Optimization exercise on an open flow, not production practice.
RTL: at most simulated, not proved equivalent.
Power: default activity.

===== design/flow/config.mk =====
export PLATFORM = sky130hd
export DESIGN_NAME = thermistor_frame_aggregator
export DESIGN_NICKNAME = thermistor_frame_aggregator
export VERILOG_FILES = /design/flow/design.v
export SDC_FILE = /design/flow/constraint.sdc
export NUM_CORES = 4
export LEC_CHECK = 0
export ABC_CLOCK_PERIOD_IN_PS = 3500
export CAP_MARGIN = 20
export CORE_MARGIN = 2
export CORE_UTILIZATION = 45
export PLACE_DENSITY = 0.6
export SETUP_SLACK_MARGIN = 4.5
export SLEW_MARGIN = 20

===== design/flow/design.v =====
package tfa_pkg;
  localparam int PACK_COUNT_DEF   = 6;
  localparam int SENSORS_PER_PACK = 12;
  localparam int HALF_SIZE        = 6;
  localparam logic [15:0] STALE_RESET  = 16'd2000;
  localparam logic [7:0]  MODULE_RESET = 8'd0;
  localparam logic [7:0]  CK_SEED      = 8'h41;
  localparam logic [7:0]  GEN_TAIL     = 8'h80;
  localparam logic [3:0]  MIN_LENGTH   = 4'd6;
  localparam logic [1:0]  MODE_RX     = 2'd0;
  localparam logic [1:0]  MODE_LOCAL  = 2'd1;
  localparam logic [1:0]  MODE_REPORT = 2'd2;
  localparam logic        KIND_SUMMARY = 1'b0;
  localparam logic        KIND_GENERAL = 1'b1;
  typedef struct packed {
    logic [1:0]        mode;
    logic [10:0]       frame_id;
    logic              frame_extended;
    logic [3:0]        frame_length;
    logic signed [7:0] temp_a;
    logic signed [7:0] temp_b;
    logic signed [7:0] temp_c;
    logic signed [7:0] temp_d;
    logic signed [7:0] temp_e;
    logic signed [7:0] temp_f;
    logic [31:0]       now_ms;
  } in_beat_t;
  typedef struct packed {
    logic       frame_kind;
    logic [7:0] byte_0;
    logic [7:0] byte_1;
    logic [7:0] byte_2;
    logic [7:0] byte_3;
    logic [7:0] byte_4;
    logic [7:0] byte_5;
    logic [7:0] byte_6;
    logic [7:0] byte_7;
    logic       last;
  } out_beat_t;
endpackage
module thermistor_frame_aggregator #(
  parameter int PACK_COUNT = tfa_pkg::PACK_COUNT_DEF
) (
  input  logic               clk,
  input  logic               rst_n,
  input  logic               start,
  output logic               busy,
  input  tfa_pkg::in_beat_t  in_data,
  output logic               out_strobe,
  output tfa_pkg::out_beat_t out_data,
  input  logic               cfg_valid,
  output logic               cfg_ready,
  input  logic [7:0]         cfg_index,
  input  logic [15:0]        cfg_data
);
  localparam int NH = 12;    
  logic [15:0] stale_r;
  logic [7:0]  module_r;
  assign cfg_ready = 1'b1;
  always_ff @(posedge clk) begin
    if (!rst_n) begin
      stale_r  <= tfa_pkg::STALE_RESET;
      module_r <= tfa_pkg::MODULE_RESET;
    end else if (cfg_valid) begin
      if (cfg_index == 8'd0) stale_r <= cfg_data;
      else if (cfg_index == 8'd1) module_r <= cfg_data[7:0];
    end
  end
  logic        busy_r;
  assign busy = busy_r;
  logic [3:0]  pack, half;
  logic        in_rep, half_ok, wr_rx, wr_lo, dec_w, dec_r;
  logic [15:0] dec_nhim1;
  logic [16:0] dec_g;
  assign pack    = in_data.frame_id[7:4];
  assign half    = in_data.frame_id[3:0];
  assign in_rep  = (in_data.mode == tfa_pkg::MODE_REPORT);
  assign half_ok = (half == 4'd1) || (half == 4'd2);
  assign wr_rx   = (in_data.mode == tfa_pkg::MODE_RX) && !in_data.frame_extended
                   && (in_data.frame_length >= tfa_pkg::MIN_LENGTH)
                   && (pack >= 4'd2) && ({28'd0, pack} <= PACK_COUNT) && half_ok;
  assign wr_lo   = (in_data.mode == tfa_pkg::MODE_LOCAL) && half_ok;
  assign dec_w   = start && !busy_r && (wr_rx || wr_lo);
  assign dec_r   = start && !busy_r && in_rep;
  assign dec_nhim1 = in_data.now_ms[31:16] - 16'd1;
  assign dec_g     = {1'b0, in_data.now_ms[15:0]} - {1'b0, stale_r};
  logic        p1_w, p1_r;
  logic [3:0]  p1_h;
  logic [47:0] p1_pay;    
  logic [31:0] p1_now;
  always_ff @(posedge clk) begin
    if (!rst_n) begin
      p1_r   <= 1'b0;
      busy_r <= 1'b0;
    end else begin
      if (!busy_r) p1_r <= dec_r;
      busy_r <= dec_r && p1_r;
    end
  end
  always_ff @(posedge clk) begin
    if (!rst_n) p1_w <= 1'b0;
    else        p1_w <= dec_w;
  end
  always_ff @(posedge clk) begin
    if (!busy_r) begin
      p1_now        <= in_data.now_ms;
      p1_pay[47:16] <= in_rep ? {dec_nhim1, dec_g[15:0]}
                              : {in_data.temp_f, in_data.temp_e, in_data.temp_d, in_data.temp_c};
      p1_pay[0]     <= in_rep ? dec_g[16] : in_data.temp_a[0];
    end
    p1_h         <= {(wr_lo ? 3'd0 : pack[2:0] - 3'd1), half == 4'd2};
    p1_pay[15:1] <= {in_data.temp_b, in_data.temp_a[7:1]};
  end
  logic [NH-1:0]      valid_r;
  logic [47:0]        temps_r  [0:NH-1];
  logic [31:0]        stamp_r  [0:NH-1];
  logic signed [7:0]  minv_r   [0:NH-1];
  logic [2:0]         minp_r   [0:NH-1];
  logic signed [7:0]  maxv_r   [0:NH-1];
  logic [2:0]         maxp_r   [0:NH-1];
  logic signed [10:0] sum_r    [0:NH-1];
  logic signed [7:0]  t [0:5];
  logic [5:0]         lt [0:5];    
  logic signed [10:0] w_sum;
  always_comb begin
    for (int i = 0; i < 6; i++) t[i] = p1_pay[8*i +: 8];
    for (int i = 0; i < 6; i++)
      for (int j = 0; j < 6; j++)
        lt[i][j] = (t[i] < t[j]);
    w_sum = 11'(t[0]) + 11'(t[1]) + 11'(t[2]) + 11'(t[3]) + 11'(t[4]) + 11'(t[5]);
  end
  logic [NH-1:0] stale;
  logic [15:0]   s_a, s_nhi, s_nhim1, s_g;
  logic          s_neg;
  assign s_a     = p1_now[15:0];
  assign s_nhi   = p1_now[31:16];
  assign s_nhim1 = p1_pay[47:32];
  assign s_g     = p1_pay[31:16];
  assign s_neg   = p1_pay[0];
  always_comb begin
    for (int h = 0; h < NH; h++) begin
      logic borrow, gt, lo_gt, hi_ne;
      borrow = s_a < stamp_r[h][15:0];
      gt     = s_g > stamp_r[h][15:0];
      lo_gt  = borrow ? (!s_neg || gt) : (!s_neg && gt);
      hi_ne  = borrow ? (s_nhim1 != stamp_r[h][31:16]) : (s_nhi != stamp_r[h][31:16]);
      stale[h] = lo_gt || hi_ne;
    end
  end
  always_ff @(posedge clk) begin
    for (int h = 0; h < NH; h++)
      if (p1_w && p1_h == 4'(h)) stamp_r[h] <= p1_now;
  end
  logic              p2_w, p2_r;
  logic [3:0]        p2_h;
  logic [47:0]       p2_t;
  logic [5:0]        p2_lt [0:5];
  logic signed [10:0] p2_sum;
  logic [NH-1:0]     p2_stale;
  always_ff @(posedge clk) begin
    if (!rst_n) begin
      p2_w <= 1'b0;
      p2_r <= 1'b0;
    end else begin
      p2_w <= p1_w;
      p2_r <= p1_r && !busy_r;
    end
  end
  always_ff @(posedge clk) begin
    p2_h     <= p1_h;
    p2_t     <= p1_pay;
    for (int i = 0; i < 6; i++) p2_lt[i] <= lt[i];
    p2_sum   <= w_sum;
    p2_stale <= stale;
  end
  logic signed [7:0] u [0:5];
  logic [5:0]        minsel, maxsel;
  logic signed [7:0] w_minv, w_maxv;
  logic [2:0]        w_minp, w_maxp;
  always_comb begin
    for (int i = 0; i < 6; i++) u[i] = p2_t[8*i +: 8];
    for (int i = 0; i < 6; i++) begin
      minsel[i] = 1'b1;
      maxsel[i] = 1'b1;
      for (int j = 0; j < 6; j++) begin
        if (j < i) begin
          minsel[i] = minsel[i] & p2_lt[i][j];
          maxsel[i] = maxsel[i] & p2_lt[j][i];
        end else if (j > i) begin
          minsel[i] = minsel[i] & !p2_lt[j][i];
          maxsel[i] = maxsel[i] & !p2_lt[i][j];
        end
      end
    end
    w_minv = '0;
    w_maxv = '0;
    w_minp = '0;
    w_maxp = '0;
    for (int i = 0; i < 6; i++) begin
      w_minv = w_minv | (minsel[i] ? u[i] : 8'sd0);
      w_maxv = w_maxv | (maxsel[i] ? u[i] : 8'sd0);
      w_minp = w_minp | (minsel[i] ? 3'(i) : 3'd0);
      w_maxp = w_maxp | (maxsel[i] ? 3'(i) : 3'd0);
    end
  end
  always_ff @(posedge clk) begin
    for (int h = 0; h < NH; h++) begin
      if (p2_w && p2_h == 4'(h)) begin
        temps_r[h] <= p2_t;
        minv_r[h]  <= w_minv;
        minp_r[h]  <= w_minp;
        maxv_r[h]  <= w_maxv;
        maxp_r[h]  <= w_maxp;
        sum_r[h]   <= p2_sum;
      end
    end
  end
  logic [NH-1:0] vld;
  assign vld = valid_r & ~p2_stale;
  always_ff @(posedge clk) begin
    if (!rst_n) begin
      valid_r <= '0;
    end else begin
      for (int h = 0; h < NH; h++) begin
        if (p2_w && p2_h == 4'(h)) valid_r[h] <= 1'b1;
        else if (p2_r) valid_r[h] <= vld[h];
      end
    end
  end
  logic [3:0] ptr_h;
  logic [2:0] ptr_o;
  logic [3:0] m3;
  logic [NH-1:0] above;
  logic [3:0] first_all, first_above, first_h;
  logic       hv;
  logic [3:0] sel_h;
  logic [2:0] sel_o;
  logic signed [7:0] tsel;
  always_comb begin
    m3 = '0;
    for (int h = 0; h < NH; h++) m3 = m3 + 4'(vld[h]);
    for (int h = 0; h < NH; h++) above[h] = vld[h] && (4'(h) > ptr_h);
    first_all = '0;
    for (int h = NH - 1; h >= 0; h--) if (vld[h]) first_all = 4'(h);
    first_above = '0;
    for (int h = NH - 1; h >= 0; h--) if (above[h]) first_above = 4'(h);
    first_h = (above != '0) ? first_above : first_all;
    hv    = vld[ptr_h];
    sel_h = hv ? ptr_h : first_h;
    sel_o = hv ? ptr_o : 3'd0;
    tsel  = hv ? temps_r[ptr_h][8*ptr_o +: 8] : temps_r[first_h][7:0];
  end
  function automatic logic [15:0] pick4(logic [63:0] c, logic is_max);
    logic [3:0]        win;
    logic [15:0]       r;
    logic signed [7:0] vi, vj;
    logic              better, same;
    for (int i = 0; i < 4; i++) begin
      vi = c[16*i + 7 +: 8];
      win[i] = c[16*i + 15];
      for (int j = 0; j < 4; j++) begin
        vj = c[16*j + 7 +: 8];
        better = is_max ? (vi > vj) : (vi < vj);
        same   = (vi == vj);
        if (j != i)
          win[i] = win[i] & (!c[16*j + 15] || better || (j > i && same));
      end
    end
    r = '0;
    for (int i = 0; i < 4; i++) r = r | (win[i] ? c[16*i +: 16] : 16'd0);
    pick4 = r;
  endfunction
  logic [15:0] gmin [0:2], gmax [0:2];
  logic signed [12:0] sg [0:2];
  always_comb begin
    for (int k = 0; k < 3; k++) begin
      logic [63:0] cmin, cmax;
      for (int j = 0; j < 4; j++) begin
        cmin[16*j +: 16] = {vld[4*k+j], minv_r[4*k+j], 4'(4*k+j), minp_r[4*k+j]};
        cmax[16*j +: 16] = {vld[4*k+j], maxv_r[4*k+j], 4'(4*k+j), maxp_r[4*k+j]};
      end
      gmin[k] = pick4(cmin, 1'b0);
      gmax[k] = pick4(cmax, 1'b1);
      sg[k] = '0;
      for (int j = 0; j < 4; j++)
        sg[k] = sg[k] + (vld[4*k+j] ? 13'(sum_r[4*k+j]) : 13'sd0);
    end
  end
  logic              p3_r;
  logic [15:0]       p3_mn [0:2], p3_mx [0:2];
  logic signed [12:0] p3_sg [0:2];
  logic [3:0]        p3_m;
  logic [3:0]        p3_sh;
  logic [2:0]        p3_so;
  logic signed [7:0] p3_ts;
  always_ff @(posedge clk) begin
    if (!rst_n) p3_r <= 1'b0;
    else        p3_r <= p2_r && (m3 != '0);
  end
  always_ff @(posedge clk) begin
    for (int k = 0; k < 3; k++) begin
      p3_mn[k] <= gmin[k];
      p3_mx[k] <= gmax[k];
      p3_sg[k] <= sg[k];
    end
    p3_m  <= m3;
    p3_sh <= sel_h;
    p3_so <= sel_o;
    p3_ts <= tsel;
  end
  always_ff @(posedge clk) begin
    if (!rst_n) begin
      ptr_h <= '0;
      ptr_o <= '0;
    end else if (p3_r) begin
      if (p3_so == 3'd5) begin
        ptr_o <= '0;
        ptr_h <= (p3_sh == 4'(NH - 1)) ? 4'd0 : p3_sh + 4'd1;
      end else begin
        ptr_o <= p3_so + 3'd1;
        ptr_h <= p3_sh;
      end
    end
  end
  logic [15:0] mn_f, mx_f;
  logic signed [14:0] s_total;
  always_comb begin
    mn_f = pick4({16'd0, p3_mn[2], p3_mn[1], p3_mn[0]}, 1'b0);
    mx_f = pick4({16'd0, p3_mx[2], p3_mx[1], p3_mx[0]}, 1'b1);
    s_total = 15'(p3_sg[0]) + 15'(p3_sg[1]) + 15'(p3_sg[2]);
  end
  logic              p4_r;
  logic signed [7:0] p4_lo, p4_hi, p4_ts;
  logic [3:0]        p4_loh, p4_hih, p4_sh, p4_m;
  logic [2:0]        p4_lop, p4_hip, p4_so;
  logic signed [14:0] p4_s;
  always_ff @(posedge clk) begin
    if (!rst_n) p4_r <= 1'b0;
    else        p4_r <= p3_r;
  end
  always_ff @(posedge clk) begin
    p4_lo  <= mn_f[14:7];
    p4_loh <= mn_f[6:3];
    p4_lop <= mn_f[2:0];
    p4_hi  <= mx_f[14:7];
    p4_hih <= mx_f[6:3];
    p4_hip <= mx_f[2:0];
    p4_s   <= s_total;
    p4_m   <= p3_m;
    p4_sh  <= p3_sh;
    p4_so  <= p3_so;
    p4_ts  <= p3_ts;
  end
  function automatic logic [6:0] idx_of(logic [3:0] h, logic [2:0] p);
    idx_of = {1'b0, h, 2'b00} + {2'b00, h, 1'b0} + {4'd0, p};
  endfunction
  logic        p4_neg;
  logic [5:0]  p4_d;
  logic [15:0] p4_n2;
  assign p4_neg = p4_s[14];
  assign p4_d   = {1'b0, p4_m, 1'b0} + {2'b00, p4_m};
  assign p4_n2  = 16'(p4_s ^ {15{p4_neg}}) + 16'(p4_neg) + 16'(p4_d);
  typedef struct packed {
    logic [7:0] lo;
    logic [7:0] hi;
    logic [6:0] lid;
    logic [6:0] hid;
    logic [3:0] m;
    logic [6:0] sel;
    logic [7:0] ts;
  } rec_t;
  logic        p5_r;
  rec_t        p5_rec;
  logic        p5_neg;
  logic [12:0] p5_n;
  logic [5:0]  p5_d;
  logic [6:0]  p5_d3;
  always_ff @(posedge clk) begin
    if (!rst_n) p5_r <= 1'b0;
    else        p5_r <= p4_r;
  end
  always_ff @(posedge clk) begin
    p5_rec.lo  <= p4_lo;
    p5_rec.hi  <= p4_hi;
    p5_rec.lid <= idx_of(p4_loh, p4_lop);
    p5_rec.hid <= idx_of(p4_hih, p4_hip);
    p5_rec.m   <= p4_m;
    p5_rec.sel <= idx_of(p4_sh, p4_so);
    p5_rec.ts  <= p4_ts;
    p5_neg     <= p4_neg;
    p5_n       <= p4_n2[13:1];
    p5_d       <= p4_d;
    p5_d3      <= {p4_m, 3'b000} + {3'b000, p4_m};
  end
  function automatic logic [7:0] div_row(logic [5:0] rem, logic [1:0] nb, logic [5:0] d,
                                         logic [6:0] d3);
    logic [7:0] tr;
    logic [8:0] s1, s2, s3;
    tr = {rem, nb};
    s1 = {1'b0, tr} - {3'b000, d};
    s2 = {1'b0, tr} - {2'b00, d, 1'b0};
    s3 = {1'b0, tr} - {2'b00, d3};
    if (!s3[8])      div_row = {2'd3, s3[5:0]};
    else if (!s2[8]) div_row = {2'd2, s2[5:0]};
    else if (!s1[8]) div_row = {2'd1, s1[5:0]};
    else             div_row = {2'd0, tr[5:0]};
  endfunction
  logic       p6_r, p7_r, p8_r, p9_r, p10_r;
  logic       p6_neg, p7_neg, p8_neg, p9_neg;
  logic [5:0] p6_d, p7_d, p8_d;
  logic [6:0] p6_d3, p7_d3, p8_d3;
  logic [5:0] p6_rem, p7_rem, p8_rem;
  logic [7:0] p6_nq, p7_nq, p8_nq, p9_q;
  rec_t       p6_rec, p7_rec, p8_rec, p9_rec, p10_rec;
  logic [7:0] ckp, p6_ck, p7_ck, p8_ck, p9_ck;
  logic [7:0] x6, x7, x8, x9;
  assign ckp = tfa_pkg::CK_SEED + module_r + p5_rec.lo + p5_rec.hi
             + {1'b0, p5_rec.m, 2'b00} + {2'b00, p5_rec.m, 1'b0}
             + 8'(p5_rec.hid) + 8'(p5_rec.lid);
  assign x6 = div_row({1'b0, p5_n[12:8]}, p5_n[7:6], p5_d, p5_d3);
  assign x7 = div_row(p6_rem, p6_nq[7:6], p6_d, p6_d3);
  assign x8 = div_row(p7_rem, p7_nq[7:6], p7_d, p7_d3);
  assign x9 = div_row(p8_rem, p8_nq[7:6], p8_d, p8_d3);
  always_ff @(posedge clk) begin
    if (!rst_n) begin
      p6_r  <= 1'b0;
      p7_r  <= 1'b0;
      p8_r  <= 1'b0;
      p9_r  <= 1'b0;
      p10_r <= 1'b0;
    end else begin
      p6_r  <= p5_r;
      p7_r  <= p6_r;
      p8_r  <= p7_r;
      p9_r  <= p8_r;
      p10_r <= p9_r;
    end
  end
  always_ff @(posedge clk) begin
    p6_rem  <= x6[5:0];
    p6_nq   <= {p5_n[5:0], x6[7:6]};
    p7_rem  <= x7[5:0];
    p7_nq   <= {p6_nq[5:0], x7[7:6]};
    p8_rem  <= x8[5:0];
    p8_nq   <= {p7_nq[5:0], x8[7:6]};
    p9_q    <= {p8_nq[5:0], x9[7:6]};
    p6_d    <= p5_d;
    p7_d    <= p6_d;
    p8_d    <= p7_d;
    p6_d3   <= p5_d3;
    p7_d3   <= p6_d3;
    p8_d3   <= p7_d3;
    p6_neg  <= p5_neg;
    p7_neg  <= p6_neg;
    p8_neg  <= p7_neg;
    p9_neg  <= p8_neg;
    p6_rec  <= p5_rec;
    p7_rec  <= p6_rec;
    p8_rec  <= p7_rec;
    p9_rec  <= p8_rec;
    p10_rec <= p9_rec;
    p6_ck   <= ckp;
    p7_ck   <= p6_ck;
    p8_ck   <= p7_ck;
    p9_ck   <= p8_ck;
  end
  logic [7:0] avg;
  assign avg = p9_neg ? 8'(-p9_q) : p9_q;
  logic               out_strobe_r;
  tfa_pkg::out_beat_t out_r;
  always_ff @(posedge clk) begin
    if (!rst_n) out_strobe_r <= 1'b0;
    else        out_strobe_r <= p9_r || p10_r;
  end
  always_ff @(posedge clk) begin
    if (p9_r) begin
      out_r.frame_kind <= tfa_pkg::KIND_SUMMARY;
      out_r.byte_0     <= module_r;
      out_r.byte_1     <= p9_rec.lo;
      out_r.byte_2     <= p9_rec.hi;
      out_r.byte_3     <= avg;
      out_r.byte_4     <= {1'b0, p9_rec.m, 2'b00} + {2'b00, p9_rec.m, 1'b0};
      out_r.byte_5     <= 8'(p9_rec.hid);
      out_r.byte_6     <= 8'(p9_rec.lid);
      out_r.byte_7     <= p9_ck + avg;
      out_r.last       <= 1'b0;
    end else begin
      out_r.frame_kind <= tfa_pkg::KIND_GENERAL;
      out_r.byte_0     <= 8'(p10_rec.sel);
      out_r.byte_1     <= p10_rec.ts;
      out_r.byte_2     <= 8'(p10_rec.sel);
      out_r.byte_3     <= p10_rec.lo;
      out_r.byte_4     <= p10_rec.hi;
      out_r.byte_5     <= 8'(p10_rec.hid);
      out_r.byte_6     <= 8'(p10_rec.lid);
      out_r.byte_7     <= tfa_pkg::GEN_TAIL;
      out_r.last       <= 1'b1;
    end
  end
  assign out_strobe = out_strobe_r;
  assign out_data   = out_r;
endmodule

===== design/flow/run.sh =====
#!/bin/bash
# synth_recipe.tcl (not shown) runs the flow's synth.tcl, then flattens the netlist and writes it again
# the make line also repeats each setting of config.mk as NAME=value (left out here)
make -C /OpenROAD-flow-scripts/flow DESIGN_CONFIG=/design/flow/config.mk WORK_HOME=/design/flow/orfs CLKGATE_MAP_FILE= SYNTH_SCRIPT=/design/flow/synth_recipe.tcl finish

===== design/flow/constraint.sdc =====
create_clock -name core_clock -period 8.0 [get_ports {clk}]
set_input_delay 1.6000 -clock core_clock [delete_from_list [all_inputs] [get_ports {clk}]]
set_output_delay 1.6000 -clock core_clock [all_outputs]
set_load 0.01 [all_outputs]

==> results of run 1 <==
## cell usage after synthesis, drive strengths merged (84+ instances only)
cell type,count
inv,794
clkbuf,129
o21ai,362
dfxtp,880
nor2,324
mux2i,100
fa,172
edfxtp,1421
and2,84
a21oi,360
nand2b,94
nor2b,205
buf,110
nand4,202
xnor2,218
xor2,137
nor3,124
ha,1036
nand3,122
a21o,128
a22oi,165
nand2,417
o21a,122
## sequential cells by signal (all words and copies together) (netlist names), 49 cells and up
register  cells
sum_r       132
p7_rec       49
p8_rec       49
p9_rec       49
out_r        63
temps_r     576
stamp_r     384
minv_r       96
p6_rec       49
maxv_r       96
## cells in the final DEF (no fill, tap or decap), types with 49 or more instances in the layout
cell type | Yosys | routed
nor3_1 | 120 | 113
a22oi_1 | 165 | 165
a222oi_1 | 65 | 65
nand2b_1 | 93 | 88
nor2b_1 | 203 | 191
o22ai_1 | 62 | 61
xnor2_1 | 218 | 215
a211oi_1 | 80 | 71
a21oi_1 | 358 | 337
nand2_1 | 415 | 397
fa_1 | 172 | 157
buf_6 | 7 | 66
nor2_1 | 321 | 291
buf_4 | 20 | 245
o21a_1 | 122 | 120
mux2i_1 | 100 | 98
o21ai_0 | 347 | 322
dfxtp_1 | 880 | 852
nand3_1 | 122 | 115
edfxtp_1 | 1421 | 1421
clkbuf_16 | 0 | 242
clkdlybuf4s50_1 | 0 | 181
ha_1 | 1036 | 1015
and2_1 | 84 | 79
a21o_1 | 128 | 128
inv_1 | 786 | 759
a221oi_1 | 69 | 67
xor2_1 | 137 | 135
o211ai_1 | 49 | 49
nand4_1 | 202 | 202
a221o_1 | 76 | 76
a22o_1 | 82 | 82
## report_power, final
part           total (mW)  internal [mW]  switching, mW
clock network        11.3           6.46           4.81
logic                2.33          0.870           1.46
registers            13.2           12.9          0.292
total                26.8           20.2           6.56
## cell type report
type                       instances  area (sq um)
fill                           20200        113000
clock inverter                   140          1560
inverter                         801          3100
multi-input combinational       5477         46000
timing repair buffer             550          5470
clock buffer                     301          6500
timing repair inverter             1          8.76
sequential                      2301         60300
antenna                            3          7.51
tap                             3185          3990
## metrics by stage
| stage | hold WS [ns] | std cells | worst slack, ns | cell area [sq um] |
|---|---|---|---|---|
| 2_1_floorplan | 0.310 | 8813 | 3.22 | 109000 |
| 3_3_place_gp | 0.311 | 12100 | 3.03 | 115000 |
| 3_5_place_dp | 0.312 | 12100 | 3.02 | 115000 |
| 4_1_cts | 0.299 | 12700 | 4.13 | 126000 |
| 5_1_grt | 0.309 | 12800 | 4.00 | 127000 |
| 6_report | 0.304 | 12800 | 4.12 | 127000 |
## worst paths after layout
check	startpoint	to	slack, ns	cells after the start
max	valid_r[10]$_SDFFE_PN0P_	p3_r$_SDFF_PN0_	4.12	12
min	p7_rec[1]$_DFF_P_	p8_rec[1]$_DFF_P_	0.30	0
min reg2reg	p7_rec[1]$_DFF_P_	p8_rec[1]$_DFF_P_	0.30	0
max reg2reg	valid_r[10]$_SDFFE_PN0P_	p3_r$_SDFF_PN0_	4.12	12
## worst register-to-register path, cell delays in order (launching register included)
cell     delay (ns)
dfxtp_2        0.33
nor2b_4        0.23
buf_4          0.29
inv_1          0.29
fa_1           0.64
fa_1           0.45
fa_1           0.54
inv_2          0.05
ha_4           0.15
fa_2           0.35
xor2_2         0.16
nor4_2         0.25
nor2_1         0.06
## repair_timing
item                                    in CTS  in global routing
pin swaps                                  133                 94
setup buffers                              150                 39
endpoints found under the setup margin      79                 57
gates resized for setup                    244                199
cloned                                       6                  5
## layer usage
metal,part of all wire [%],vias up
met5,0.0033,-
met4,5.5,2
met3,8.6,776
met2,46,3389
met1,40,36900
li1,-,33900
## cells by family (layout without fill, tap and decap cells)
kind of cell | count (synthesis) | count (layout) | synth area share [%]
simple gates | 1817 | 1820 | 8.77
xor+xnor | 355 | 355 | 2.86
buf+inv | 1040 | 1793 | 3.78
fa+ha+maj | 1208 | 1208 | 15.1
mux | 152 | 152 | 1.51
flops | 2301 | 2301 | 55.5
other cells | 2 | 6 | 0.00691
compound gates | 1937 | 1939 | 12.5
==> reports/results.ini, run 1 <==
[sta]
slew_headroom_pct = 21.5
finClkSkew_ns = 0.0677
fin_setup_tns_ns = 0
rsz0062_at_grt = yes
fin_crit_sh_pct = 48.4
maxSlewViolCount = 0
min_period_ns = 3.88
hold_viol = 0
setup_viol = 0
tightest_slew_ns = 1.17
timing.fmax_mhz = 258

[pwr]
irDropWorstVdd_v = 0.000203
p_leak_nw = 50.0
powerDensity_nw_per_um2 = 211
power_mw = 26.8

[worst_setup_path]
slowest_delay_ns = 0.63
cpMaxStageDelayCell = fa_1
worstSetupPathType = flop to flop
startpoint_type = flop
crit_buf_inv = 3
end_kind = flop
crit_path_max_fanout = 10
required_ns = 8.81
critical_path.top_delay_family = adder cells
critical_path_arrival_ns = 4.68
cpMostUsedCell = fa_1
crit_path_cell_trace = nor2b_4 -> buf_4 -> inv_1 -> fa_1 -> fa_1 -> fa_1 -> inv_2 -> ha_4 -> fa_2 -> xor2_2 -> nor4_2 -> nor2_1

[synth]
synthArstFlopShare_pct = 0
synthFlopType = edfxtp_1
synth_edf_count = 1421
synthDistinctLibCells = 115
synth_largest_area_cell = edfxtp_1
syn_inst = 8812
yosysTopAreaCellShare_pct = 39.3
synth-warning-count = 18
netlist_area_sq_um = 109000
ys_ff_latch = 2301
synthTopCellsByArea = edfxtp_1 (39%), dfxtp_1 (16%), ha_1 (12%)
ys_seq_area_share_pct = 55.5
syn_avg_cell_area_sq_um = 12.3

[finish]
utilization_pct = 52.8
synthToLayoutAreaGrowth_pct = 16.8
drive_gt1_share_pct = 12.7
final_nets = 10700

[clock_network]
root_buffer = clkbuf_16
insertion_delay_ns = 0.92
ctsHoldBuffers = 0
clk_pin_slew_ns = 0.06
cts_tree = yes
cts.sink_count = 2301
numCtsBuffers = 233
clockBufferDepth = 3
htreeDepth = 4

[global_route]
use_met2_pct = 43.1
antenna_found_initial = 15
grt-busiest-layer = met2
grt_max_degree = 83
met1_usage_pct = 34.6
grt_pass1_vias = 74700
grt_pass1_wl_um = 485000
gr-total-overflow = 0
grtUsageMet3_pct = 5.02
track_usage_pct = 26.8

[flow_run]
drv_cap = 0

[floorplan]
die_w_um = 495
die_area_sq_um = 245000
pin_count = 195
rows = 180
core-area_sq_um = 240000
start_util_pct = 45.2
die_y_um = 495

[detailed_routing]
wire_per_inst_um = 26.4
drcViolationCount = 0
first_iter_violations = 7637
detailroute.via_count = 74900
drt-pass1-iter-count = 6
vias_per_cell = 5.87
wirelength_um = 337000
postRouteAntennaNets = 0

[min_path]
hold_path.class = flop to flop

[placed_design]
place_congestion = 0.924
io_buffers = 187
dp_hpwl_um = 219000

[run_status]
status = no timing/DRC/antenna violations

Testbench counts, summed over its fixed seeds: cycles 4,958.
==> run 2: changes to the inputs <==
--- a/design/flow/design.v
+++ b/design/flow/design.v
@@ -121,13 +121,13 @@
   logic signed [10:0] sum_r    [0:NH-1];
   logic signed [7:0]  t [0:5];
   logic [5:0]         lt [0:5];    
-  logic signed [10:0] w_sum;
+  logic signed [8:0]  w_ps [0:2];
   always_comb begin
     for (int i = 0; i < 6; i++) t[i] = p1_pay[8*i +: 8];
     for (int i = 0; i < 6; i++)
       for (int j = 0; j < 6; j++)
         lt[i][j] = (t[i] < t[j]);
-    w_sum = 11'(t[0]) + 11'(t[1]) + 11'(t[2]) + 11'(t[3]) + 11'(t[4]) + 11'(t[5]);
+    for (int k = 0; k < 3; k++) w_ps[k] = 9'(t[2*k]) + 9'(t[2*k+1]);
   end
   logic [NH-1:0] stale;
   logic [15:0]   s_a, s_nhi, s_nhim1, s_g;
@@ -155,8 +155,11 @@
   logic [3:0]        p2_h;
   logic [47:0]       p2_t;
   logic [5:0]        p2_lt [0:5];
-  logic signed [10:0] p2_sum;
-  logic [NH-1:0]     p2_stale;
+  logic signed [8:0] p2_ps [0:2];
+  logic [NH-1:0]     p2_vld;
+  logic [NH-1:0]     wr_set;
+  always_comb
+    for (int h = 0; h < NH; h++) wr_set[h] = valid_r[h] || (p2_w && p2_h == 4'(h));
   always_ff @(posedge clk) begin
     if (!rst_n) begin
       p2_w <= 1'b0;
@@ -170,13 +173,15 @@
     p2_h     <= p1_h;
     p2_t     <= p1_pay;
     for (int i = 0; i < 6; i++) p2_lt[i] <= lt[i];
-    p2_sum   <= w_sum;
-    p2_stale <= stale;
+    for (int k = 0; k < 3; k++) p2_ps[k] <= w_ps[k];
+    p2_vld   <= wr_set & ~stale;
   end
   logic signed [7:0] u [0:5];
   logic [5:0]        minsel, maxsel;
   logic signed [7:0] w_minv, w_maxv;
   logic [2:0]        w_minp, w_maxp;
+  logic signed [10:0] w_sum;
+  assign w_sum = 11'(p2_ps[0]) + 11'(p2_ps[1]) + 11'(p2_ps[2]);
   always_comb begin
     for (int i = 0; i < 6; i++) u[i] = p2_t[8*i +: 8];
     for (int i = 0; i < 6; i++) begin
@@ -211,12 +216,12 @@
         minp_r[h]  <= w_minp;
         maxv_r[h]  <= w_maxv;
         maxp_r[h]  <= w_maxp;
-        sum_r[h]   <= p2_sum;
+        sum_r[h]   <= w_sum;
       end
     end
   end
   logic [NH-1:0] vld;
-  assign vld = valid_r & ~p2_stale;
+  assign vld = p2_vld;
   always_ff @(posedge clk) begin
     if (!rst_n) begin
       valid_r <= '0;
@@ -229,16 +234,12 @@
   end
   logic [3:0] ptr_h;
   logic [2:0] ptr_o;
-  logic [3:0] m3;
   logic [NH-1:0] above;
   logic [3:0] first_all, first_above, first_h;
   logic       hv;
   logic [3:0] sel_h;
   logic [2:0] sel_o;
-  logic signed [7:0] tsel;
   always_comb begin
-    m3 = '0;
-    for (int h = 0; h < NH; h++) m3 = m3 + 4'(vld[h]);
     for (int h = 0; h < NH; h++) above[h] = vld[h] && (4'(h) > ptr_h);
     first_all = '0;
     for (int h = NH - 1; h >= 0; h--) if (vld[h]) first_all = 4'(h);
@@ -248,11 +249,9 @@
     hv    = vld[ptr_h];
     sel_h = hv ? ptr_h : first_h;
     sel_o = hv ? ptr_o : 3'd0;
-    tsel  = hv ? temps_r[ptr_h][8*ptr_o +: 8] : temps_r[first_h][7:0];
   end
-  function automatic logic [15:0] pick4(logic [63:0] c, logic is_max);
+  function automatic logic [3:0] win4(logic [63:0] c, logic is_max);
     logic [3:0]        win;
-    logic [15:0]       r;
     logic signed [7:0] vi, vj;
     logic              better, same;
     for (int i = 0; i < 4; i++) begin
@@ -266,11 +265,17 @@
           win[i] = win[i] & (!c[16*j + 15] || better || (j > i && same));
       end
     end
+    win4 = win;
+  endfunction
+  function automatic logic [15:0] pick4(logic [63:0] c, logic is_max);
+    logic [3:0]  win;
+    logic [15:0] r;
+    win = win4(c, is_max);
     r = '0;
     for (int i = 0; i < 4; i++) r = r | (win[i] ? c[16*i +: 16] : 16'd0);
     pick4 = r;
   endfunction
-  logic [15:0] gmin [0:2], gmax [0:2];
+  logic [3:0] gmin [0:2], gmax [0:2];
   logic signed [12:0] sg [0:2];
   always_comb begin
     for (int k = 0; k < 3; k++) begin
@@ -279,23 +284,21 @@
         cmin[16*j +: 16] = {vld[4*k+j], minv_r[4*k+j], 4'(4*k+j), minp_r[4*k+j]};
         cmax[16*j +: 16] = {vld[4*k+j], maxv_r[4*k+j], 4'(4*k+j), maxp_r[4*k+j]};
       end
-      gmin[k] = pick4(cmin, 1'b0);
-      gmax[k] = pick4(cmax, 1'b1);
+      gmin[k] = win4(cmin, 1'b0);
+      gmax[k] = win4(cmax, 1'b1);
       sg[k] = '0;
       for (int j = 0; j < 4; j++)
         sg[k] = sg[k] + (vld[4*k+j] ? 13'(sum_r[4*k+j]) : 13'sd0);
     end
   end
   logic              p3_r;
-  logic [15:0]       p3_mn [0:2], p3_mx [0:2];
+  logic [3:0]        p3_mn [0:2], p3_mx [0:2];
   logic signed [12:0] p3_sg [0:2];
-  logic [3:0]        p3_m;
   logic [3:0]        p3_sh;
   logic [2:0]        p3_so;
-  logic signed [7:0] p3_ts;
   always_ff @(posedge clk) begin
     if (!rst_n) p3_r <= 1'b0;
-    else        p3_r <= p2_r && (m3 != '0);
+    else        p3_r <= p2_r && (vld != '0);
   end
   always_ff @(posedge clk) begin
     for (int k = 0; k < 3; k++) begin
@@ -303,10 +306,8 @@
       p3_mx[k] <= gmax[k];
       p3_sg[k] <= sg[k];
     end
-    p3_m  <= m3;
     p3_sh <= sel_h;
     p3_so <= sel_o;
-    p3_ts <= tsel;
   end
   always_ff @(posedge clk) begin
     if (!rst_n) begin
@@ -323,11 +324,28 @@
     end
   end
   logic [15:0] mn_f, mx_f;
+  logic [47:0] mn_c, mx_c;
   logic signed [14:0] s_total;
+  logic [3:0] m4;
+  logic signed [7:0] tsel;
   always_comb begin
-    mn_f = pick4({16'd0, p3_mn[2], p3_mn[1], p3_mn[0]}, 1'b0);
-    mx_f = pick4({16'd0, p3_mx[2], p3_mx[1], p3_mx[0]}, 1'b1);
+    for (int k = 0; k < 3; k++) begin
+      logic [15:0] a, b;
+      a = '0;
+      b = '0;
+      for (int j = 0; j < 4; j++) begin
+        a = a | (p3_mn[k][j] ? {1'b1, minv_r[4*k+j], 4'(4*k+j), minp_r[4*k+j]} : 16'd0);
+        b = b | (p3_mx[k][j] ? {1'b1, maxv_r[4*k+j], 4'(4*k+j), maxp_r[4*k+j]} : 16'd0);
+      end
+      mn_c[16*k +: 16] = a;
+      mx_c[16*k +: 16] = b;
+    end
+    mn_f = pick4({16'd0, mn_c}, 1'b0);
+    mx_f = pick4({16'd0, mx_c}, 1'b1);
     s_total = 15'(p3_sg[0]) + 15'(p3_sg[1]) + 15'(p3_sg[2]);
+    m4 = '0;
+    for (int h = 0; h < NH; h++) m4 = m4 + 4'(valid_r[h]);
+    tsel = temps_r[p3_sh][8*p3_so +: 8];
   end
   logic              p4_r;
   logic signed [7:0] p4_lo, p4_hi, p4_ts;
@@ -346,10 +364,10 @@
     p4_hih <= mx_f[6:3];
     p4_hip <= mx_f[2:0];
     p4_s   <= s_total;
-    p4_m   <= p3_m;
+    p4_m   <= m4;
     p4_sh  <= p3_sh;
     p4_so  <= p3_so;
-    p4_ts  <= p3_ts;
+    p4_ts  <= tsel;
   end
   function automatic logic [6:0] idx_of(logic [3:0] h, logic [2:0] p);
     idx_of = {1'b0, h, 2'b00} + {2'b00, h, 1'b0} + {4'd0, p};
@@ -375,6 +393,7 @@
   logic [12:0] p5_n;
   logic [5:0]  p5_d;
   logic [6:0]  p5_d3;
+  logic [7:0]  p5_cka;
   always_ff @(posedge clk) begin
     if (!rst_n) p5_r <= 1'b0;
     else        p5_r <= p4_r;
@@ -391,6 +410,8 @@
     p5_n       <= p4_n2[13:1];
     p5_d       <= p4_d;
     p5_d3      <= {p4_m, 3'b000} + {3'b000, p4_m};
+    p5_cka     <= tfa_pkg::CK_SEED + module_r + p4_lo + p4_hi
+                + {1'b0, p4_m, 2'b00} + {2'b00, p4_m, 1'b0};
   end
   function automatic logic [7:0] div_row(logic [5:0] rem, logic [1:0] nb, logic [5:0] d,
                                          logic [6:0] d3);
@@ -414,9 +435,7 @@
   rec_t       p6_rec, p7_rec, p8_rec, p9_rec, p10_rec;
   logic [7:0] ckp, p6_ck, p7_ck, p8_ck, p9_ck;
   logic [7:0] x6, x7, x8, x9;
-  assign ckp = tfa_pkg::CK_SEED + module_r + p5_rec.lo + p5_rec.hi
-             + {1'b0, p5_rec.m, 2'b00} + {2'b00, p5_rec.m, 1'b0}
-             + 8'(p5_rec.hid) + 8'(p5_rec.lid);
+  assign ckp = p5_cka + 8'(p5_rec.hid) + 8'(p5_rec.lid);
   assign x6 = div_row({1'b0, p5_n[12:8]}, p5_n[7:6], p5_d, p5_d3);
   assign x7 = div_row(p6_rem, p6_nq[7:6], p6_d, p6_d3);
   assign x8 = div_row(p7_rem, p7_nq[7:6], p7_d, p7_d3);
==> run 2 against run 1 <==
First-iteration DRC count decreased by 13%. Sequential share of layout area increased by 0.86 points. Total power increased by 3.3%.
==> reports/results.ini, run 2 <==
[run_status]
status = no timing/DRC/antenna violations

[worst_setup_path]
r2r_setup_slack_ns = 4.37
r2r_start = p2_vld[2]$_DFF_P_
crit_path_max_fanout = 5
crit_path_end = p3_sg[0][12]$_DFF_P_
worst_r2r_endpoint = p3_sg[0][12]$_DFF_P_
cpMostUsedCell = a21oi_2
startpoint_type = flop
crit_path_cell_trace = buf_12 -> and2_4 -> fa_1 -> fa_1 -> ha_1 -> a21o_1 -> a21oi_2 -> o21ai_2 -> a21oi_2 -> o21ai_2 -> a21oi_2 -> nor2b_1 -> o21a_1 -> o41a_1 -> xnor2_1
cpMaxStageDelayCell = fa_1
ff2ff_path_depth = 15
slowest_delay_ns = 0.56
setup.worst_path.start = p2_vld[2]$_DFF_P_
end_kind = flop
worstSetupPathType = flop to flop
required_ns = 8.77
critical_path_arrival_ns = 4.40

[pwr]
power_mw = 27.7
powerDensity_nw_per_um2 = 226
p_leak_nw = 48.9
irDropWorstVdd_v = 0.000234

[sta]
tightest_slew_ns = 1.21
rsz0062_at_grt = yes
setup_viol = 0
timing.fmax_mhz = 276
fin_crit_sh_pct = 45.4
slew_headroom_pct = 19.3
hold_viol = 0
maxSlewViolCount = 0
min_period_ns = 3.63
fin_ws_ns = 4.37
finClkSkew_ns = 0.0638
fin_setup_tns_ns = 0

[clock_network]
numCtsBuffers = 229
htreeDepth = 4
cts.sink_count = 2249
insertion_delay_ns = 0.89
clk_pin_slew_ns = 0.06
clockBufferDepth = 3
root_buffer = clkbuf_16
cts_tree = yes

[min_path]
hold_depth = 0
hold_path.class = flop to flop
hold_start = p8_rec[36]$_DFF_P_

[global_route]
grt_pass1_wl_um = 460000
grt_pass1_vias = 71700
gr-total-overflow = 0
track_usage_pct = 25.9
antenna_found_initial = 22
grt_max_degree = 61

[synth]
syn_inst = 8633
syn_avg_cell_area_sq_um = 12.2
synth_largest_area_cell = edfxtp_1
yosysTopAreaCellShare_pct = 40.4
synthTopCellsByArea = edfxtp_1 (40%), dfxtp_1 (16%), ha_1 (13%)
ys_ff_latch = 2249
synth_simple_gate_area_share_pct = 8.07
synthFlopType = edfxtp_1
synthAdderAreaFrac_pct = 15.5
yosys.area_share.xor_xnor_pct = 3.11
synth_top_family_by_area = adder cells
synthDistinctLibCells = 100
synthTopCellsByCount = edfxtp_1 (1421), ha_1 (1073), dfxtp_1 (828)
synthArstFlopShare_pct = 0
synthMuxAreaShare_pct = 1.29
synth_compound_area_share_pct = 12.3
yosysMostFrequentCell = edfxtp_1
netlist_area_sq_um = 106000
synth_edf_count = 1421
synth-warning-count = 20
ys_seq_area_share_pct = 56.1

[detailed_routing]
detailroute.via_count = 71600
met2_length_um = 149000
wire_per_inst_um = 25.4
drcViolationCount = 0
drt-pass1-iter-count = 9
dr_wl_met3_um = 23100
routed.top_layer = met5
first_iter_violations = 6610
wirelength_um = 316000
met1_length_um = 130000
vias_per_cell = 5.75
postRouteAntennaNets = 0

[finish]
final_common_cell = edfxtp_1
drive_gt1_share_pct = 10.4
largest-register = temps_r
stdcell_area_sq_um = 123000
largest_reg_flops = 576
synthToLayoutAreaGrowth_pct = 16.1
reg.largest.list = temps_r: 576 flops, stamp_r: 384 flops, sum_r: 132 flops
final_nets = 10500
final_cell_mix = edfxtp_1 (1421), ha_1 (1058), dfxtp_1 (800), inv_1 (757), nand2_1 (430)
fill_cells = 19900

[placed_design]
place_congestion = 0.914
dp_hpwl_um = 209000
io_buffers = 187
placed_area_sq_um = 112000
post-place-ws_ns = 3.08

[floorplan]
rows = 177
start_util_pct = 45.3
die_area_sq_um = 239000
die_y_um = 488
die_w_um = 488
core-area_sq_um = 233000
pin_count = 195

[flow_run]
drv_cap = 0

## run 2: cell count changes in the layout (fill, tap and decap cells not counted), moves of 39 or more
cell	previous run	this run
o21ai_1	19	120
nor3_1	113	65
a22oi_1	165	254
nand3_1	115	170
a221o_1	76	11
a222oi_1	65	13
ha_1	1015	1058
buf_6	66	26
dfxtp_1	852	800
a221oi_1	67	106
o21ai_0	322	217
nor2_1	291	399
a21oi_1	337	379
nor2b_1	191	142
## run 2: what timing repair did
item,CTS,global route
endpoints found under the setup margin,87,110
gates resized for setup,186,144
pin swaps,65,56
setup buffers,87,43
gates cloned,6,5
endpoints found under the hold margin,0,0
hold buffers,0,0
## run 2: routing by layer
layer / vias up / GRT usage [%]
met5: - / 0
met4: 20 / 10.9
met3: 689 / 4.35
met2: 2838 / 43.2
met1: 35300 / 33.4
li1: 32700 / -
## run 2: worst max-delay path: cells and delay by family, from the launching register on
family	cells	cell delay (ns)
simple gates	2	0.20
compound gates	8	1.36
xor+xnor	1	0.13
fa+ha+maj	3	1.29
flops	1	0.38
buf+inv	1	0.14
## run 2: how the worst min path moves through the flow
stage	to	slack (ns)
2_1_floorplan	p10_rec[0]$_DFF_P_	0.31
3_3_place_gp	p6_rec[13]$_DFF_P_	0.31
3_5_place_dp	p5_rec[2]$_DFF_P_	0.31
4_1_cts	p5_rec[8]$_DFF_P_	0.32
5_1_grt	p5_rec[8]$_DFF_P_	0.33
6_report	p9_rec[36]$_DFF_P_	0.32
## run 2: final cells by class
cell class / count / area (sq um) / share of cell area [%]
timing repair buffer: 482 / 4810 / 3.93
tap: 3132 / 3920 / 3.20
clock buffer: 318 / 6610 / 5.39
multi-input combinational: 5377 / 43700 / 35.7
sequential: 2249 / 59300 / 48.4
inverter: 785 / 2960 / 2.41
clock inverter: 116 / 1260 / 1.03
antenna: 2 / 5.00 / 0.00408
## run 2: power breakdown
group	total (mW)	switching (mW)	internal, mW
Clock	11.0	4.66	6.32
Combinational	3.32	2.16	1.16
Sequential	13.4	0.264	13.1
## run 2: cells by family (layout without fill, tap and decap cells)
family | after synthesis | in the layout
other | 2 | 5
AO/OA/AOI/OAI | 1919 | 1920
XOR/XNOR | 375 | 375
adder cells (fa/ha/maj) | 1219 | 1219
flip-flops | 2249 | 2249
buffers and inverters | 1009 | 1701
multiplexers | 122 | 122
AND/OR/NAND/NOR | 1738 | 1738
## run 2: per-stage QoR
stage                     hold slack (ns)  std cells  utilization (%)
after floorplan                     0.310       8634                -
after global placement              0.312      11900             48.0
after detailed placement            0.312      11900             48.0
after CTS                           0.324      12400             52.1
after global routing                0.325      12500             52.6
final                               0.320      12500             52.6
Testbench counts of run 2, summed over its fixed seeds: cycles 4,958.
==> run 3: changes to the inputs <==
--- a/design/flow/config.mk
+++ b/design/flow/config.mk
@@ -5,10 +5,11 @@
 export SDC_FILE = /design/flow/constraint.sdc
 export NUM_CORES = 4
 export LEC_CHECK = 0
-export ABC_CLOCK_PERIOD_IN_PS = 3500
 export CAP_MARGIN = 20
 export CORE_MARGIN = 2
 export CORE_UTILIZATION = 45
+export CTS_CLUSTER_DIAMETER = 55
+export CTS_CLUSTER_SIZE = 24
 export PLACE_DENSITY = 0.6
-export SETUP_SLACK_MARGIN = 4.5
+export SETUP_SLACK_MARGIN = 4.8
 export SLEW_MARGIN = 20
==> run 3 against run 2 <==
Synthesized cell count unchanged. Sequential share of layout area down 0.73 points. Register-to-register slack worse by 0.06 ns. Wire length up 3.0%. Final area up 1.6%. Largest power group unchanged.
==> reports/results.ini, run 3 <==
[run_status]
status = no timing/DRC/antenna violations

[sta]
fin_setup_tns_ns = 0
setup_viol = 0
tightest_slew_ns = 1.19
finClkSkew_ns = 0.0899
min_period_ns = 3.69
slew_headroom_pct = 20.3
fin_crit_sh_pct = 46.2
maxSlewViolCount = 0
hold_viol = 0
timing.fmax_mhz = 271
rsz0062_at_grt = yes

[finish]
reg.largest.list = temps_r: 576 flops, stamp_r: 384 flops, sum_r: 132 flops
final_cell_mix = edfxtp_1 (1421), ha_1 (1032), dfxtp_1 (777), inv_1 (752), nand2_1 (416)
synthToLayoutAreaGrowth_pct = 18.0
largest-register = temps_r
final_nets = 10500
largest_reg_flops = 576
drive_gt1_share_pct = 13.6
fill_cells = 19500
final_common_cell = edfxtp_1

[global_route]
track_usage_pct = 26.8
grt_max_degree = 83
gr-total-overflow = 0
grt_pass1_wl_um = 473000
antenna_found_initial = 23
grt_pass1_vias = 72300

[detailed_routing]
detailroute.via_count = 72400
vias_per_cell = 5.79
wirelength_um = 326000
postRouteAntennaNets = 0
drcViolationCount = 0
wire_per_inst_um = 26.1
drt-pass1-iter-count = 6
first_iter_violations = 6787

[clock_network]
htreeDepth = 4
insertion_delay_ns = 0.90
clockBufferDepth = 3
root_buffer = clkbuf_16
numCtsBuffers = 188
cts.sink_count = 2249
cts_tree = yes
clk_pin_slew_ns = 0.08

[worst_setup_path]
r2r_start = p2_vld[2]$_DFF_P_
required_ns = 8.75
r2r_setup_slack_ns = 4.31
startpoint_type = flop
critical_path_arrival_ns = 4.44
setup.worst_path.start = p2_vld[2]$_DFF_P_
end_kind = flop
worstSetupPathType = flop to flop
crit_path_max_fanout = 6
ff2ff_path_depth = 15

[pwr]
p_leak_nw = 49.7
power_mw = 27.0
powerDensity_nw_per_um2 = 217
irDropWorstVdd_v = 0.000236

[synth]
yosysTopAreaCellShare_pct = 40.4
yosysMostFrequentCell = edfxtp_1
synthDistinctLibCells = 100
syn_avg_cell_area_sq_um = 12.2
synthTopCellsByArea = edfxtp_1 (40%), dfxtp_1 (16%), ha_1 (13%)
synthFlopType = edfxtp_1
synthArstFlopShare_pct = 0
ys_ff_latch = 2249
syn_inst = 8633
ys_seq_area_share_pct = 56.1
synth_edf_count = 1421
synth_largest_area_cell = edfxtp_1
netlist_area_sq_um = 106000
synth-warning-count = 20
synthTopCellsByCount = edfxtp_1 (1421), ha_1 (1073), dfxtp_1 (828)

[flow_run]
drv_cap = 0

[floorplan]
core-area_sq_um = 233000
start_util_pct = 45.3
die_w_um = 488
die_y_um = 488
pin_count = 195
rows = 177
die_area_sq_um = 239000

[placed_design]
io_buffers = 187
dp_hpwl_um = 209000
place_congestion = 0.905

[min_path]
hold_path.class = flop to flop
hold_depth = 0
hold_start = p7_rec[42]$_DFF_P_

[run 3: metal layers]
layer / track usage (%) / routed length (um)
met4: 11.3 / 15700
met5: 0.163 / 126
met2: 45.0 / 155000
met3: 3.86 / 21900
met1: 34.6 / 133000
[run 3: area by class of cell]
type	count	area (sq um)	share of cell area [%]
inverter	785	2950	2.37
sequential	2249	59400	47.6
tap	3132	3920	3.15
multi-input combinational	5379	45100	36.2
clock inverter	159	2220	1.78
timing repair buffer	599	6240	5.01
clock buffer	194	4770	3.83
antenna	4	10.0	0.00803
[run 3: kinds of logic after synthesis]
family,share of synthesized area [%]
compound gates,12.3
xor+xnor,3.11
fa+ha+maj,15.5
buf+inv,3.64
flops,56.1
mux,1.29
other cells,0.00711
simple gates,8.07
[run 3: final timing paths]
check	end
worst max-delay path	p3_sg[0][12]$_DFF_P_
worst min-delay path	p8_rec[42]$_DFF_P_
worst max register to register	p3_sg[0][12]$_DFF_P_
worst min register to register	p8_rec[42]$_DFF_P_
[run 3: worst max-delay path, cell delays in order, from the launching register on]
cell and delay [ns]:
dfxtp_2 0.33, buf_12 0.14, and2_4 0.14, fa_1 0.56
fa_1 0.45, ha_1 0.28, a21o_1 0.18, a21oi_2 0.20
o21ai_2 0.09, a21oi_2 0.18, o21ai_2 0.08, a21oi_2 0.16
nor2b_1 0.06, o21a_1 0.22, o41a_1 0.34, xnor2_1 0.13
[run 3: what timing repair did]
action	CTS	global route
gates resized for setup	528	246
pin swaps	143	133
endpoints found under the setup margin	299	111
cloned	16	2
buffers inserted	177	70
hold buffers	0	0
[run 3: through the flow]
step / hold WS [ns] / instances / utilization [%] / area (sq um) / worst slack, ns
finish: 0.292 / 12500 / 53.5 / 125000 / 4.31
global route: 0.310 / 12500 / 53.5 / 125000 / 4.17
CTS: 0.301 / 12400 / 52.6 / 123000 / 4.37
detailed placement: 0.312 / 11900 / 48.0 / 112000 / 2.97
global placement: 0.312 / 11900 / 48.0 / 112000 / 2.99
floorplan: 0.310 / 8634 / - / 106000 / 3.82
[run 3: where the power goes]
group | leakage, nW | switching, mW | internal, mW | total (mW)
Clock | 3.35 | 5.15 | 4.97 | 10.1
Sequential | 19.7 | 0.267 | 13.1 | 13.3
Combinational | 26.6 | 2.25 | 1.32 | 3.57
==> run 4: changes to the inputs <==
--- a/design/flow/design.v
+++ b/design/flow/design.v
@@ -432,7 +432,9 @@
   logic [6:0] p6_d3, p7_d3, p8_d3;
   logic [5:0] p6_rem, p7_rem, p8_rem;
   logic [7:0] p6_nq, p7_nq, p8_nq, p9_q;
-  rec_t       p6_rec, p7_rec, p8_rec, p9_rec, p10_rec;
+  rec_t       p6_rec, p7_rec, p8_rec, p9_rec;
+  logic [6:0] p10_sel;
+  logic [7:0] p10_ts;
   logic [7:0] ckp, p6_ck, p7_ck, p8_ck, p9_ck;
   logic [7:0] x6, x7, x8, x9;
   assign ckp = p5_cka + 8'(p5_rec.hid) + 8'(p5_rec.lid);
@@ -477,7 +479,8 @@
     p7_rec  <= p6_rec;
     p8_rec  <= p7_rec;
     p9_rec  <= p8_rec;
-    p10_rec <= p9_rec;
+    p10_sel <= p9_rec.sel;
+    p10_ts  <= p9_rec.ts;
     p6_ck   <= ckp;
     p7_ck   <= p6_ck;
     p8_ck   <= p7_ck;
@@ -505,13 +508,11 @@
       out_r.last       <= 1'b0;
     end else begin
       out_r.frame_kind <= tfa_pkg::KIND_GENERAL;
-      out_r.byte_0     <= 8'(p10_rec.sel);
-      out_r.byte_1     <= p10_rec.ts;
-      out_r.byte_2     <= 8'(p10_rec.sel);
-      out_r.byte_3     <= p10_rec.lo;
-      out_r.byte_4     <= p10_rec.hi;
-      out_r.byte_5     <= 8'(p10_rec.hid);
-      out_r.byte_6     <= 8'(p10_rec.lid);
+      out_r.byte_0     <= 8'(p10_sel);
+      out_r.byte_1     <= p10_ts;
+      out_r.byte_2     <= 8'(p10_sel);
+      out_r.byte_3     <= out_r.byte_1;
+      out_r.byte_4     <= out_r.byte_2;
       out_r.byte_7     <= tfa_pkg::GEN_TAIL;
       out_r.last       <= 1'b1;
     end
==> design/flow/config.mk (replaced) <==
export PLATFORM = sky130hd
export DESIGN_NAME = thermistor_frame_aggregator
export DESIGN_NICKNAME = thermistor_frame_aggregator
export VERILOG_FILES = /design/flow/design.v
export SDC_FILE = /design/flow/constraint.sdc
export NUM_CORES = 4
export LEC_CHECK = 0
export ABC_CLOCK_PERIOD_IN_PS = 3500
export CAP_MARGIN = 20
export CORE_MARGIN = 2
export CORE_UTILIZATION = 45
export PLACE_DENSITY = 0.6
export SETUP_SLACK_MARGIN = 4.5
export SLEW_MARGIN = 20
==> run 4 against run 3 <==
Sequential power is essentially flat. Sequential share of layout area grew 0.32 points. Non-clock buffer count is 90 lower. Combinational power is 4% higher. Total power increased by 4.5%. Critical path type unchanged. Critical endpoint is now p3_sg[0][5]$_DFF_P_. Largest cell class unchanged. Highest routed layer unchanged.
==> reports/results.ini, run 4 <==
[run_status]
status = no timing/DRC/antenna violations

[clock_network]
insertion_delay_ns = 0.89
clk_pin_slew_ns = 0.06
root_buffer = clkbuf_16
clockBufferDepth = 3
cts_tree = yes
htreeDepth = 4
numCtsBuffers = 229
cts.sink_count = 2219

[synth]
synthTopCellsByArea = edfxtp_1 (41%), dfxtp_1 (15%), ha_1 (13%)
ys_seq_area_share_pct = 55.8
synth-warning-count = 20
syn_inst = 8568
yosysTopAreaCellShare_pct = 40.9
synth_largest_area_cell = edfxtp_1
ys_ff_latch = 2219
synth_edf_count = 1435
syn_avg_cell_area_sq_um = 12.3
synthFlopType = edfxtp_1
synthDistinctLibCells = 90
yosysMostFrequentCell = edfxtp_1
netlist_area_sq_um = 105000
synthTopCellsByCount = edfxtp_1 (1435), ha_1 (1072), dfxtp_1 (784)
synthArstFlopShare_pct = 0

[pwr]
irDropWorstVdd_v = 0.000267
powerDensity_nw_per_um2 = 230
power_mw = 28.2
p_leak_nw = 49.0

[finish]
instances_no_fill = 12300
utilization_pct = 52.8
largest_reg_flops = 576
final_common_cell = edfxtp_1
fill_cells = 19700
final_cell_mix = edfxtp_1 (1435), ha_1 (1052), inv_1 (750), dfxtp_1 (742), nand2_1 (404)
final_nets = 10400
synthToLayoutAreaGrowth_pct = 16.6
largest-register = temps_r
reg.largest.list = temps_r: 576 flops, stamp_r: 384 flops, sum_r: 132 flops
drive_gt1_share_pct = 11.2

[detailed_routing]
wirelength_um = 318000
wire_per_inst_um = 25.8
vias_per_cell = 5.82
first_iter_violations = 6956
drcViolationCount = 0
postRouteAntennaNets = 0
drt-pass1-iter-count = 7
detailroute.via_count = 71800

[sta]
finClkSkew_ns = 0.0517
min_period_ns = 3.70
hold_viol = 0
rsz0062_at_grt = yes
fin_crit_sh_pct = 46.2
maxSlewViolCount = 0
tightest_slew_ns = 1.29
timing.fmax_mhz = 271
slew_headroom_pct = 13.5
setup_viol = 0
fin_setup_tns_ns = 0
hold_slack_ns = 0.305

[worst_setup_path]
cpMostUsedCell = buf_6
crit_path_max_fanout = 5
cpMaxStageDelayCell = fa_1
required_ns = 8.79
slowest_delay_ns = 0.54
crit_path_end = p3_sg[0][5]$_DFF_P_
r2r_setup_slack_ns = 4.30
worst_r2r_endpoint = p3_sg[0][5]$_DFF_P_
r2r_start = p2_vld[0]$_DFF_P_
ff2ff_path_depth = 21
setup.worst_path.start = p2_vld[0]$_DFF_P_
crit_path_cell_trace = buf_12 -> nand2_4 -> fa_1 -> inv_2 -> fa_1 -> ha_2 -> inv_2 -> fa_2 -> nor2b_4 -> o21ai_2 -> buf_4 -> buf_6 -> buf_6 -> buf_6 -> buf_6 -> buf_6 -> buf_6 -> buf_6 -> nand2_2 -> nor2_1 -> nor2_1
end_kind = flop
startpoint_type = flop
critical_path_arrival_ns = 4.48
worstSetupPathType = flop to flop

[floorplan]
die_y_um = 488
die_area_sq_um = 238000
start_util_pct = 45.3
pin_count = 195
rows = 177
die_w_um = 488
core-area_sq_um = 233000

[placed_design]
dp_hpwl_um = 207000
place_inst = 11700
io_buffers = 187
place_congestion = 0.908

[flow_run]
drv_cap = 0

[global_route]
track_usage_pct = 26.3
gr-total-overflow = 0
grt_max_degree = 84
grt_pass1_wl_um = 464000
grt_pass1_vias = 71400
antenna_found_initial = 28

[min_path]
hold_path.class = flop to flop

-- run 4: cell type report --
class,instances,area [sq um],share of cell area (%)
inverters,771,2900,2.36
repair buffers,509,5000,4.08
flip-flops and latches,2219,58900,48.0
multi-input cells,5353,44000,35.9
clock buffers,306,6520,5.31
diodes,6,15.0,0.0122
clock inverters,131,1610,1.31
well taps,3043,3810,3.10
-- run 4: cell families (layout without fill, tap and decap cells) --
family                     after synthesis  count (layout)  synth area share [%]
and+or+nand+nor                       1712            1712                  8.10
AOI/OAI and AO/OA                     1915            1916                  12.5
buffers and inverters                  998            1717                  3.62
DFF                                   2219            2219                  55.8
muxes                                  120             120                  1.26
other                                    2               9               0.00713
xor gates and xnor gates               384             384                  3.19
adders and majority gates             1218            1218                  15.5
-- run 4: what timing repair did --
item	in CTS	in global routing
endpoints found under the setup margin	68	65
gates cloned	8	2
setup buffers	117	48
resized for setup	151	193
pin swaps	79	111
hold buffers	0	0
-- run 4: worst min path at each step --
stage	from	to	cells past startpoint
finish	p7_ck[2]$_DFF_P_	p8_ck[2]$_DFF_P_	0
global route	p7_ck[2]$_DFF_P_	p8_ck[2]$_DFF_P_	0
CTS	p8_rec[20]$_DFF_P_	p9_rec[20]$_DFF_P_	0
detailed placement	p9_rec[3]$_DFF_P_	p10_ts[3]$_DFF_P_	0
global placement	p7_rec[18]$_DFF_P_	p8_rec[18]$_DFF_P_	0
floorplan	p9_rec[8]$_DFF_P_	p10_sel[0]$_DFF_P_	0
-- run 4: critical path: cells and delay by family (launching register included) --
family | cells | cell delay (ns)
buf+inv | 11 | 1.08
simple gates | 5 | 0.38
flops | 1 | 0.36
fa+ha+maj | 4 | 1.66
compound gates | 1 | 0.08
-- run 4: report_power, final --
| group | total, mW | switching, mW | internal, mW |
|---|---|---|---|
| Combinational | 3.72 | 2.41 | 1.31 |
| Clock | 11.3 | 4.73 | 6.53 |
| Sequential | 13.3 | 0.285 | 13.0 |
| Total | 28.2 | 7.42 | 20.8 |
-- run 4: metrics by stage --
step | cell area (sq um) | setup slack [ns]
after detailed placement | 112000 | 3.09
after global routing | 123000 | 4.19
after global placement | 112000 | 3.11
final | 123000 | 4.30
after CTS | 121000 | 4.36
after floorplan | 106000 | 3.52
-- run 4: per-layer routing --
metal  vias to the layer above  GRT usage, %  wire, um
met5                         -             0       103
met4                        18          9.92     13100
met3                       671          4.78     24200
met2                      2846          43.4    149000
met1                     35600          34.3    132000
li1                      32700             -         -
Testbench counts of run 4, summed over its fixed seeds: cycles 4,958.
==> run 5: changes to the inputs <==
--- a/design/flow/config.mk
+++ b/design/flow/config.mk
@@ -5,10 +5,11 @@
 export SDC_FILE = /design/flow/constraint.sdc
 export NUM_CORES = 4
 export LEC_CHECK = 0
-export ABC_CLOCK_PERIOD_IN_PS = 3500
 export CAP_MARGIN = 20
 export CORE_MARGIN = 2
 export CORE_UTILIZATION = 45
+export CTS_CLUSTER_DIAMETER = 55
+export CTS_CLUSTER_SIZE = 24
 export PLACE_DENSITY = 0.6
 export SETUP_SLACK_MARGIN = 4.5
 export SLEW_MARGIN = 20
==> run 5 against run 4 <==
Highest routed layer unchanged. Hold slack gained 0.017 ns. Register-to-register slack gained 0.096 ns. Sequential share of layout area grew 0.61 points. Combinational power is essentially flat. Core utilization shrank 0.66 points. Clock power shrank 12%. Largest cell class unchanged. Area after synthesis is the same. Clock skew shrank 0.0091 ns. Final area shrank 1.3%. Setup slack gained 0.096 ns. Via count shrank 0.71%.
==> reports/results.ini, run 5 <==
[synth]
synthArstFlopShare_pct = 0
yosysMostFrequentCell = edfxtp_1
synth_edf_count = 1435
synthTopCellsByArea = edfxtp_1 (41%), dfxtp_1 (15%), ha_1 (13%)
netlist_area_sq_um = 105000
syn_inst = 8568
synthTopCellsByCount = edfxtp_1 (1435), ha_1 (1072), dfxtp_1 (784)
synth-warning-count = 20
ys_seq_area_share_pct = 55.8
syn_avg_cell_area_sq_um = 12.3
synth_largest_area_cell = edfxtp_1
yosysTopAreaCellShare_pct = 40.9
synthDistinctLibCells = 90

[global_route]
grt-busiest-layer = met2
grt_pass1_wl_um = 461000
met1_usage_pct = 34.1
gr-total-overflow = 0
grt_max_degree = 84
grt_pass1_vias = 70900
antenna_found_initial = 30
track_usage_pct = 26.1
use_met2_pct = 43.2

[pwr]
p_sw_mw = 7.50
intPower_mw = 19.3
powerDensity_nw_per_um2 = 221
power_mw = 26.8
p_leak_nw = 48.2
clkPwrFrac_pct = 36.9
irDropWorstVdd_v = 0.000257
power_frac_comb_pct = 13.8
p_seq_share_pct = 49.3
swShare_pct = 28.0

[clock_network]
insertion_delay_ns = 0.87
htreeDepth = 4
root_buffer = clkbuf_16
numCtsBuffers = 185
ctsHoldBuffers = 0
clk_pin_slew_ns = 0.09
clockBufferDepth = 3
cts.sink_count = 2219
cts_tree = yes

[floorplan]
core-area_sq_um = 233000
die_y_um = 488
die_w_um = 488
rows = 177
start_util_pct = 45.3
pin_count = 195
die_area_sq_um = 238000

[sta]
hold_viol = 0
min_period_ns = 3.60
hold_slack_ns = 0.321
fin_crit_sh_pct = 45.0
timing.fmax_mhz = 278
rsz0062_at_grt = yes
fin_setup_tns_ns = 0
maxSlewViolCount = 0
setup_viol = 0
finClkSkew_ns = 0.0426
tightest_slew_ns = 1.26

[min_path]
hold_path.class = flop to flop

[worst_setup_path]
cpMostUsedCell = buf_4
r2r_setup_slack_ns = 4.40
crit_cells = 15
crit_path_end = p2_vld[1]$_DFF_P_
crit_path_cell_trace = buf_12 -> buf_4 -> buf_4 -> ha_1 -> a21o_1 -> a21o_1 -> a21oi_1 -> o31a_1 -> o21a_2 -> o21ai_4 -> buf_4 -> nor2_1 -> a221oi_1 -> a2111oi_0 -> and4_1
cpMaxStageDelayCell = edfxtp_1
setup.worst_path.start = p1_now[5]$_DFFE_PN_
critical_path.top_delay_family = compound AO/OA/AOI/OAI gates
critical_path_arrival_ns = 4.36
worst_r2r_endpoint = p2_vld[1]$_DFF_P_
r2r_start = p1_now[5]$_DFFE_PN_
worstSetupPathType = flop to flop
crit_buf_inv = 4
end_kind = flop
crit_path_max_fanout = 12
slowest_delay_ns = 0.43
ff2ff_path_depth = 15
required_ns = 8.76
startpoint_type = flop

[detailed_routing]
first_iter_violations = 6975
drcViolationCount = 0
wire_per_inst_um = 25.9
wirelength_um = 316000
vias_per_cell = 5.82
drt-pass1-iter-count = 6
postRouteAntennaNets = 0

[finish]
instances_no_fill = 12200
synthToLayoutAreaGrowth_pct = 15.1
drive_gt1_share_pct = 10.5
final_common_cell = edfxtp_1
fill_cells = 19900
largest-register = temps_r
final_cell_mix = edfxtp_1 (1435), ha_1 (1054), inv_1 (750), dfxtp_1 (746), nand2_1 (402)
final_nets = 10400
largest_reg_flops = 576
reg.largest.list = temps_r: 576 flops, stamp_r: 384 flops, sum_r: 132 flops

[flow_run]
drv_cap = 0

[placed_design]
place_congestion = 0.908
io_buffers = 187
dp_hpwl_um = 207000
place_inst = 11700

[run_status]
status = no timing/DRC/antenna violations

[run 5: cell counts after synthesis]
Identical to the previous run, type by type.
[run 5: final cells by class]
type / instances / area [sq um] / area share (%)
inverters: 771 / 2910 / 2.40
clock buffers: 209 / 4970 / 4.10
flip-flops and latches: 2219 / 58900 / 48.6
multi-input cells: 5352 / 43900 / 36.2
clock inverters: 138 / 1760 / 1.45
diodes: 5 / 12.5 / 0.0103
repair buffers: 501 / 4970 / 4.10
well taps: 3043 / 3810 / 3.14
[run 5: layer usage]
layer  vias to the layer above  routed length, um
met5                         -                204
met4                        30              13800
met3                       681              22900
met2                      2760             148000
met1                     35200             132000
li1                      32600                  -
[run 5: worst min-delay path by stage]
stage / start / end / slack [ns] / cells past startpoint
after CTS: p5_rec[10]$_DFF_P_ / p6_rec[10]$_DFF_P_ / 0.32 / 0
after global routing: p5_rec[10]$_DFF_P_ / p6_rec[10]$_DFF_P_ / 0.32 / 0
after global placement: p7_rec[18]$_DFF_P_ / p8_rec[18]$_DFF_P_ / 0.31 / 0
final: p8_rec[13]$_DFF_P_ / p9_rec[13]$_DFF_P_ / 0.32 / 0
after floorplan: p9_rec[8]$_DFF_P_ / p10_sel[0]$_DFF_P_ / 0.31 / 0
after detailed placement: p9_rec[3]$_DFF_P_ / p10_ts[3]$_DFF_P_ / 0.31 / 0
[run 5: timing repair]
item / CTS / global route
pin swaps: 66 / 91
gates resized for setup: 149 / 172
buffers inserted: 113 / 45
gates cloned: 8 / 0
setup endpoints to repair: 69 / 57
[run 5: logic make-up after synthesis]
group | Yosys count | synth area share (%)
AO/OA/AOI/OAI | 1915 | 12.5
XOR/XNOR | 384 | 3.19
adder cells (fa/ha/maj) | 1218 | 15.5
buffers and inverters | 998 | 3.62
flip-flops | 2219 | 55.8
multiplexers | 120 | 1.26
other | 2 | 0.00713
AND/OR/NAND/NOR | 1712 | 8.10
[run 5: power by group through the flow]
stage	logic (mW)	clock network [mW]	registers (mW)
after floorplan	2.10	0	13.4
after global routing	4.07	10.5	13.3
after detailed placement	3.60	0	13.5
after global placement	3.50	0	13.5
final	3.70	9.90	13.2
after CTS	3.68	10.1	13.2
[run 5: per-stage QoR]
step / setup WS, ns / utilization (%) / cell area, sq um
2_1_floorplan: 3.52 / - / 106000
3_3_place_gp: 3.11 / 48.0 / 112000
3_5_place_dp: 3.09 / 48.0 / 112000
4_1_cts: 4.39 / 51.6 / 120000
5_1_grt: 4.26 / 52.1 / 121000
6_report: 4.40 / 52.1 / 121000
